This is an optimization exercise on Yosys and OpenROAD, whose aim is small area and a short achievable clock period, not a production implementation. Function was checked by simulation only, so behaviour that the tests miss may differ from the original. Power is estimated from default activity; no workload was simulated.

== purple ==
// htpa_target_builder
module htpa_target_builder #(
    parameter int N_TGT   = 20,
    parameter int MARGIN  = 2,
    parameter int MIN_PIX = 4
) (
    input  logic                   clk,
    input  logic                   rst_n,
    input  logic                   frame_start,
    input  logic                   frame_end,
    input  logic                   pix_valid,
    input  logic [6:0]             pix_x,
    input  logic [5:0]             pix_y,
    input  logic                   pix_hot,
    input  logic                   pix_fire,
    output logic [N_TGT-1:0]       busy,
    output logic [26*N_TGT-1:0]    box,
    output logic [N_TGT-1:0]       fire_out,
    output logic                   overflow,
    output logic                   frame_done
);
clock: 7.0 ns
lec_check: 0
cap_margin: 20
core_margin: 2
core_utilization: 40
setup_slack_margin: 2.5
slew_margin: 20
run.sh (not shown) runs the stock make flow with config.mk's settings and CLKGATE_MAP_FILE= SYNTH_SCRIPT=/design/flow/synth_recipe.tcl, a recipe that flattens the netlist after the stock synthesis.
[inputs] red vs purple
Settings: SETUP_SLACK_MARGIN: 2.5 -> unset.
==> comparison <==
Global-route usage down 1.9 points in red wrt purple. Taking purple as the reference, in red combinational power share lower; clock-pin slew of the registers on the worst-case setup and hold paths roughly the same; share of final-layout standard cells stronger than drive strength 1 lower. Delta(power share of the sequential group, red - purple) > 0. red vs purple, last element of the critical path: box[151] vs box[439].

Another version of the RTL of htpa_target_builder (not shown whole).
Size: roughly 7900 cells after synthesis, about 1200 flip-flops.
export LEC_CHECK = 0
export ABC_AREA = 1
export CAP_MARGIN = 20
export CORE_MARGIN = 2
export CORE_UTILIZATION = 60
export CTS_CLUSTER_DIAMETER = 100
export CTS_CLUSTER_SIZE = 20
export SETUP_SLACK_MARGIN = 2.5
export SLEW_MARGIN = 20
create_clock -name core_clock -period 7.0 [get_ports {clk}]
standard.sh (not shown) runs the stock make flow with config.mk's settings and CLKGATE_MAP_FILE= SYNTH_SCRIPT=/design/flow/synth_recipe.tcl, a recipe that flattens the netlist after the stock synthesis.
==> flow/flow/run.sh <==
#!/bin/bash
cp standard.sh standard_sh_copy.txt
export BUFFER_PORTS_ARGS="-buffer_cell sky130_fd_sc_hd__buf_1"
export POST_GLOBAL_ROUTE_TCL="$PWD/flow/post_grt.tcl"
bash standard.sh > standard_flow.log 2>&1
==> flow/flow/post_grt.tcl <==
# Runs at the end of ORFS's global-route step (POST_GLOBAL_ROUTE_TCL). The timing repair
# there can upsize the loads of a weak driver and leave its net over the slew or
# capacitance limit, with no design repair after it; repair it here the same way the
# step's own repair_design does, then re-legalise and re-route the touched nets.
log_cmd estimate_parasitics -global_routing
log_cmd repair_design -verbose -cap_margin 30 -slew_margin 30
log_cmd global_route -start_incremental
log_cmd detailed_placement
log_cmd global_route -end_incremental
log_cmd estimate_parasitics -global_routing
write_guides $::env(RESULTS_DIR)/route.guide
Change:
==> flow/flow/run.sh (replaced) <==
#!/bin/bash
cp standard.sh standard_sh_copy.txt
export BUFFER_PORTS_ARGS="-buffer_cell sky130_fd_sc_hd__buf_1"
bash standard.sh > standard_flow.log 2>&1
Settings changed: CTS_CLUSTER_DIAMETER 100 to default, CTS_CLUSTER_SIZE 20 to default, SETUP_SLACK_MARGIN 2.5 to 3.0.
removed: flow/flow/post_grt.tcl
Now the flow completed, yet does not pass: max-capacitance violations, max-slew violations.
First-iteration DRC count increases by 11%.
Total power increases by 20%.
Die area is unchanged.
Critical path depth decreases by 6.
Sequential share of layout area decreases by 4.6 points.
Global-route usage increases by 1.9 points.
Cell area increases by 12%.
Register-to-register slack gains 0.02 ns.

Starting RTL as in the previous note.
export LEC_CHECK = 0
export ABC_AREA = 1
export CAP_MARGIN = 20
export CORE_MARGIN = 2
export CORE_UTILIZATION = 70
export CTS_CLUSTER_DIAMETER = 100
export CTS_CLUSTER_SIZE = 20
export SETUP_SLACK_MARGIN = 2.5
export SLEW_MARGIN = 20
create_clock -name core_clock -period 7.0 [get_ports {clk}]
==> flow/flow/run.sh <==
#!/bin/bash
cp standard.sh standard_sh_copy.txt
export BUFFER_PORTS_ARGS="-buffer_cell sky130_fd_sc_hd__buf_1"
export POST_GLOBAL_ROUTE_TCL="$PWD/flow/post_grt.tcl"
bash standard.sh > standard_flow.log 2>&1
==> flow/flow/post_grt.tcl <==
# Runs at the end of ORFS's global-route step (POST_GLOBAL_ROUTE_TCL). The timing repair
# there can upsize the loads of a weak driver and leave its net over the slew or
# capacitance limit, with no design repair after it; repair it here the same way the
# step's own repair_design does, then re-legalise and re-route the touched nets.
log_cmd estimate_parasitics -global_routing
log_cmd repair_design -verbose -cap_margin 30 -slew_margin 30
log_cmd global_route -start_incremental
log_cmd detailed_placement
log_cmd global_route -end_incremental
log_cmd estimate_parasitics -global_routing
write_guides $::env(RESULTS_DIR)/route.guide
The starting point finished clean.
==> next run, changes <==
--- a/flow/config.mk
+++ b/flow/config.mk
@@ -9,7 +9,7 @@
 export CAP_MARGIN = 20
 export CORE_MARGIN = 2
-export CORE_UTILIZATION = 70
-export CTS_CLUSTER_DIAMETER = 100
-export CTS_CLUSTER_SIZE = 20
+export CORE_UTILIZATION = 60
+export CTS_CLUSTER_DIAMETER = 80
+export CTS_CLUSTER_SIZE = 24
 export SETUP_SLACK_MARGIN = 2.5
 export SLEW_MARGIN = 20
The new run passed the timing, DRC and antenna checks.
Sequential power is about the same.
Critical path depth shrinks by 7.
Register-to-register slack loses 0.47 ns.
Core utilization goes down by 12 points.
First-iteration DRC count drops by 21%.
Die area rises by 16%.
Non-clock buffer count is lower by 5.
Wire length stays flat.
Flip-flop and latch count does not change.
Via count shrinks by 4.6%.
==> next run, changes <==
==> flow/flow/run.sh (replaced) <==
#!/bin/bash
cp standard.sh standard_sh_copy.txt
export BUFFER_PORTS_ARGS="-buffer_cell sky130_fd_sc_hd__buf_1"
bash standard.sh > standard_flow.log 2>&1
--- a/flow/config.mk
+++ b/flow/config.mk
@@ -10,6 +10,4 @@
 export CORE_MARGIN = 2
 export CORE_UTILIZATION = 60
-export CTS_CLUSTER_DIAMETER = 80
-export CTS_CLUSTER_SIZE = 24
 export SETUP_SLACK_MARGIN = 2.5
 export SLEW_MARGIN = 20
removed: flow/flow/post_grt.tcl
Hold slack gets worse by 0.0068 ns.
Routed wire length goes up by 1.5%.
Die area does not change.
Cell count goes up by 1.2%.
Final area goes up by 3.4%.
==> next run, changes <==
==> flow/flow/run.sh (replaced) <==
#!/bin/bash
cp standard.sh standard_sh_copy.txt
export BUFFER_PORTS_ARGS="-buffer_cell sky130_fd_sc_hd__buf_1"
export POST_GLOBAL_ROUTE_TCL="$PWD/flow/post_grt.tcl"
bash standard.sh > standard_flow.log 2>&1
==> flow/flow/post_grt.tcl (new file) <==
# Runs at the end of ORFS's global-route step (POST_GLOBAL_ROUTE_TCL). The timing repair
# there can upsize the loads of a weak driver and leave its net over the slew or
# capacitance limit, with no design repair after it; repair it here the same way the
# step's own repair_design does, then re-legalise and re-route the touched nets.
log_cmd estimate_parasitics -global_routing
log_cmd repair_design -verbose -cap_margin 30 -slew_margin 30
log_cmd global_route -start_incremental
log_cmd detailed_placement
log_cmd global_route -end_incremental
log_cmd estimate_parasitics -global_routing
write_guides $::env(RESULTS_DIR)/route.guide
--- a/flow/config.mk
+++ b/flow/config.mk
@@ -10,4 +10,4 @@
 export CORE_MARGIN = 2
 export CORE_UTILIZATION = 60
-export SETUP_SLACK_MARGIN = 2.5
+export SETUP_SLACK_MARGIN = 2.7
 export SLEW_MARGIN = 20
The changed run finished with timing, DRC and antenna clean.
Global-route usage goes up by 0.59 points.
Synthesized cell count is unchanged.
Worst setup slack gets better by 0.070 ns.

-- separate check: timing with driven ports --
In the flow no input, the clock included, has a driving cell. The finished layouts below were timed again as built, in two steps.
Step 1, drivers: a clkbuf_16 drives clk and a buf_2 each remaining input, both assumed.
Step 2 times the ports against the registers' clock, not the clock port: input delays grow and output delays shrink by t, the midpoint of the rising clock arrivals with the driver on.
a / b / c = no drivers / after step 1 / after step 2; a / b = the first two.
run | t, ns | setup WS [ns] | hold slack, ns | cell pins on the clock port's net
purple | 0.881 | 2.286 / 2.209 / 1.328 | 0.476 / 0.476 / 0.476 | 1
red | 0.875 | 0.918 / 0.858 / -0.018 | 0.473 / 0.473 / 0.473 | 1
the first run of note 2 | 0.750 | 2.481 / 2.475 / 1.725 | 0.461 / 0.461 / 0.461 | 1
the second run of note 2 | 0.812 | 2.637 / 2.695 / 1.883 | 0.455 / 0.455 / 0.455 | 1
the first run of note 3 | 0.738 | 2.449 / 2.465 / 1.727 | 0.459 / 0.459 / 0.459 | 1
the second run of note 3 | 0.808 | 2.224 / 2.269 / 1.461 | 0.461 / 0.461 / 0.461 | 1
the third run of note 3 | 0.792 | 2.513 / 2.510 / 1.718 | 0.454 / 0.454 / 0.454 | 1
the fourth run of note 3 | 0.801 | 2.582 / 2.519 / 1.718 | 0.458 / 0.458 / 0.458 | 1
With both steps, setup timing fails in red, where it was met with ideal ports. The setup slack of purple, which loses most, moves by -0.077 ns with the drivers and by -0.958 ns with both steps.
